What follows belongs to an exercise in optimizing a design on an open flow for small area, a short achievable clock period and few clock cycles per item; a production flow would make more cautious choices. In this exercise RTL edits were held to simulation tests only and were not proved equivalent to the original. Power is estimated from default activity; no workload was simulated.

== build 38 ==
// pimt_vec_mul
module pimt_vec_mul (
    input  logic           clk,
    input  logic           rst_n,
    input  logic           alphamulk_vld,
    output logic           alphamulk_rdy,
    input  logic [127:0]   alpha_mul_k,
    input  logic [127:0]   pi_m_i,
    output logic [127:0]   pimt_result,
    output logic [3:0]     pimt_sat,
    output logic           pimt_result_vld,
    input  logic           pimt_result_rdy,
    output logic [15:0]    sat_cnt
);
For scale: about 13000 cells after synthesis, ~150000 um^2 of cells after synthesis.
==> flow/config.mk <==
export PLATFORM = sky130hd
export DESIGN_NAME = pimt_vec_mul
export DESIGN_NICKNAME = pimt_vec_mul
export VERILOG_FILES = /design/flow/design.v
export SDC_FILE = /design/flow/constraint.sdc
export NUM_CORES = 4
export LEC_CHECK = 0
export ABC_CLOCK_PERIOD_IN_PS = 4000
export CAP_MARGIN = 20
export CORE_MARGIN = 2
export CORE_UTILIZATION = 62
export PLACE_DENSITY = 0.72
export SLEW_MARGIN = 20
==> flow/constraint.sdc <==
create_clock -name core_clock -period 11.0 [get_ports {clk}]
set_input_delay 2.2000 -clock core_clock [delete_from_list [all_inputs] [get_ports {clk}]]
set_output_delay 2.2000 -clock core_clock [all_outputs]
set_load 0.01 [all_outputs]
standard.sh (not shown) runs the stock make flow with config.mk's settings and CLKGATE_MAP_FILE= SYNTH_SCRIPT=/design/flow/synth_recipe.tcl, a recipe that flattens the netlist after the stock synthesis.
==> flow/flow/run.sh <==
#!/bin/bash
# Standard layout with three changes:
#  1. after the standard synthesis, flow/polarity.py removes the inverters
#     that Yosys leaves between full-adder cells (a full adder is self-dual,
#     so an adder can work on complemented signals instead); registers, ports
#     and all other cells are untouched;
#  2. the resizer's setup repair aims below the clock period
#     (SETUP_SLACK_MARGIN), so that the achieved period shrinks;
#  3. every port is still buffered, with a plain buf_2 as the port buffer
#     (BUFFER_PORTS_ARGS) instead of the delay cells buffer_ports picks.
# Each tool's output goes to a log file in this folder (ORFS's own per-step
# logs are under orfs/logs).
set -euo pipefail
WH=$(grep -o 'WORK_HOME=[^ ]*' standard.sh | head -1 | cut -d= -f2)
R=$WH/results/sky130hd/pimt_vec_mul/base
bash standard.sh "$R/1_2_yosys.v" > synth.log 2>&1
cp "$R/1_2_yosys.v" 1_2_yosys.orig.v
python3 flow/polarity.py 1_2_yosys.orig.v "$R/1_2_yosys.v" > polarity.log 2>&1
bash standard.sh SETUP_SLACK_MARGIN=${MARGIN:-7.2} \
    "BUFFER_PORTS_ARGS=-buffer_cell sky130_fd_sc_hd__buf_2" finish > standard_flow.log 2>&1
Other scripts of this flow, unchanged in this note and not shown: flow/flow/polarity.py
Testbench counts of build 38, summed over its fixed seeds: cycles 8,016, items 8,000.
Modified inputs, build 85 compared to build 38
# build 38
export LEC_CHECK = 0
export ABC_CLOCK_PERIOD_IN_PS = 4000
export CAP_MARGIN = 20
export CORE_MARGIN = 2
export CORE_UTILIZATION = 62
export PLACE_DENSITY = 0.72
export SLEW_MARGIN = 20
create_clock -name core_clock -period 11.0 [get_ports {clk}]
# build 85
export LEC_CHECK = 0
export ABC_CLOCK_PERIOD_IN_PS = 4000
export CAP_MARGIN = 20
export CORE_MARGIN = 2
export CORE_UTILIZATION = 55
export PLACE_DENSITY = 0.65
export SLEW_MARGIN = 20
create_clock -name core_clock -period 11.0 [get_ports {clk}]
diff --git a/flow/flow/run.sh b/flow/flow/run.sh
--- a/flow/flow/run.sh
+++ b/flow/flow/run.sh
@@ -19 +19 @@
-bash standard.sh SETUP_SLACK_MARGIN=${MARGIN:-7.2} \
+bash standard.sh SETUP_SLACK_MARGIN=${MARGIN:-7.0} \
==> comparison <==
The final reports for build 85 and build 38 show post-layout worst setup margin lower in the former.
[build 85] core utilization of the finished layout fell 9.5 points relative to build 38
Taking build 38 as the reference, in build 85 share of total power in combinational logic fell 1.3 points, global-route usage now sits lower, average wire per standard cell went down by 0.97 um, final number of hold-violating endpoints neither gained nor lost much.
Height of the die, build 38 and build 85: larger value in build 85
The netlist area before placement was comparable across build 38 and build 85.
| worst hold slack | lower: build 85 |
Input-level comparison between build 51 and build 85:
# build 85
export LEC_CHECK = 0
export ABC_CLOCK_PERIOD_IN_PS = 4000
export CAP_MARGIN = 20
export CORE_MARGIN = 2
export CORE_UTILIZATION = 55
export PLACE_DENSITY = 0.65
export SLEW_MARGIN = 20
create_clock -name core_clock -period 11.0 [get_ports {clk}]
# build 51
export LEC_CHECK = 0
export ABC_CLOCK_PERIOD_IN_PS = 4000
export CAP_MARGIN = 20
export CORE_MARGIN = 2
export CORE_UTILIZATION = 45
export SLEW_MARGIN = 20
create_clock -name core_clock -period 11.0 [get_ports {clk}]
diff --git a/flow/flow/run.sh b/flow/flow/run.sh
--- a/flow/flow/run.sh
+++ b/flow/flow/run.sh
@@ -2 +2 @@
-# Standard layout with three changes:
+# Standard layout with two changes:
@@ -8,3 +8 @@
-#     (SETUP_SLACK_MARGIN), so that the achieved period shrinks;
-#  3. every port is still buffered, with a plain buf_2 as the port buffer
-#     (BUFFER_PORTS_ARGS) instead of the delay cells buffer_ports picks.
+#     (SETUP_SLACK_MARGIN), so that the achieved period shrinks.
@@ -19,2 +17 @@
-bash standard.sh SETUP_SLACK_MARGIN=${MARGIN:-7.0} \
-    "BUFFER_PORTS_ARGS=-buffer_cell sky130_fd_sc_hd__buf_2" finish > standard_flow.log 2>&1
+bash standard.sh SETUP_SLACK_MARGIN=${MARGIN:-7.2} finish > standard_flow.log 2>&1
==> comparison <==
- Build 51: flow completed, timing, DRC and antenna clean
- Overall via count from detail_route: build 85 and build 51 compared, lower one is build 85
- [build 51] die area rose 62000 um^2 relative to build 85
- Going from build 85 to build 51, share of the final layout cell area in sequential cells decreased 1.7 points; transition time of the tightest slew-check pin went up 0.056 ns.
diff inputs: build 51 => build 52
# build 51
export LEC_CHECK = 0
export ABC_CLOCK_PERIOD_IN_PS = 4000
export CAP_MARGIN = 20
export CORE_MARGIN = 2
export CORE_UTILIZATION = 45
export SLEW_MARGIN = 20
create_clock -name core_clock -period 11.0 [get_ports {clk}]
# build 52
export LEC_CHECK = 0
export ABC_CLOCK_PERIOD_IN_PS = 4000
export CAP_MARGIN = 20
export CORE_MARGIN = 2
export CORE_UTILIZATION = 55
export PLACE_DENSITY = 0.65
export SLEW_MARGIN = 20
create_clock -name core_clock -period 11.0 [get_ports {clk}]
diff --git a/flow/flow/run.sh b/flow/flow/run.sh
--- a/flow/flow/run.sh
+++ b/flow/flow/run.sh
@@ -2 +2 @@
-# Standard layout with two changes:
+# Standard layout with three changes:
@@ -8 +8,3 @@
-#     (SETUP_SLACK_MARGIN), so that the achieved period shrinks.
+#     (SETUP_SLACK_MARGIN), so that the achieved period shrinks;
+#  3. every port is still buffered, with a plain buf_2 as the port buffer
+#     (BUFFER_PORTS_ARGS) instead of the delay cells buffer_ports picks.
@@ -17 +19,2 @@
-bash standard.sh SETUP_SLACK_MARGIN=${MARGIN:-7.2} finish > standard_flow.log 2>&1
+bash standard.sh SETUP_SLACK_MARGIN=${MARGIN:-6.8} \
+    "BUFFER_PORTS_ARGS=-buffer_cell sky130_fd_sc_hd__buf_2" finish > standard_flow.log 2>&1
Findings:
- Average wire per standard cell ended up 3.2% lower on build 52 than on build 51.
- Compared with build 51, build 52 shows die area lower by 18%.
- In build 52 relative to build 51, internal portion of total power had gone down by a few percent.
- Area growth from synthesis to layout on build 52 is down relative to build 51.
- Compared build 52 vs build 51, and final cell count is down in build 52.
- Share of cells above drive strength 1 (higher): build 51

-- port drivers added, routing unchanged --
No port has a modelled driver above. Below, the same layouts with a new extraction and two added sets of constraints.
Step 1 assumes that a clkbuf_16 drives the clock port and a buf_2 every other input.
Step 2 moves the port delays by t, midway between the first and last clock arrival at a register: inputs arrive t later, outputs are due t later. That takes back most of the time a late clock gives input paths.
a / b / c = ideal / step 1 / step 2; a / b = the first two.
| run | t, ns | setup WS [ns] | hold slack, ns | worst setup path at the end | worst slew at a driven data input, ns |
|---|---|---|---|---|---|
| build 38 | 0.989 | 7.047 / 7.047 / 6.375 | 0.368 / 0.368 / 0.368 | input to register | 0.07 |
| build 85 | 1.036 | 6.972 / 6.972 / 5.978 | 0.363 / 0.363 / 0.363 | input to register | 0.20 |
| build 51 | 1.004 | 6.996 / 6.996 / 6.531 | 0.353 / 0.353 / 0.353 | input to register | 0.07 |
| build 52 | 0.988 | 6.780 / 6.780 / 6.239 | 0.376 / 0.376 / 0.376 | input to register | 0.22 |
After both steps setup and hold are still met in every run listed. For build 85, which loses most, drivers alone change the setup slack by 0.000 ns; drivers and shift together by -0.994 ns.
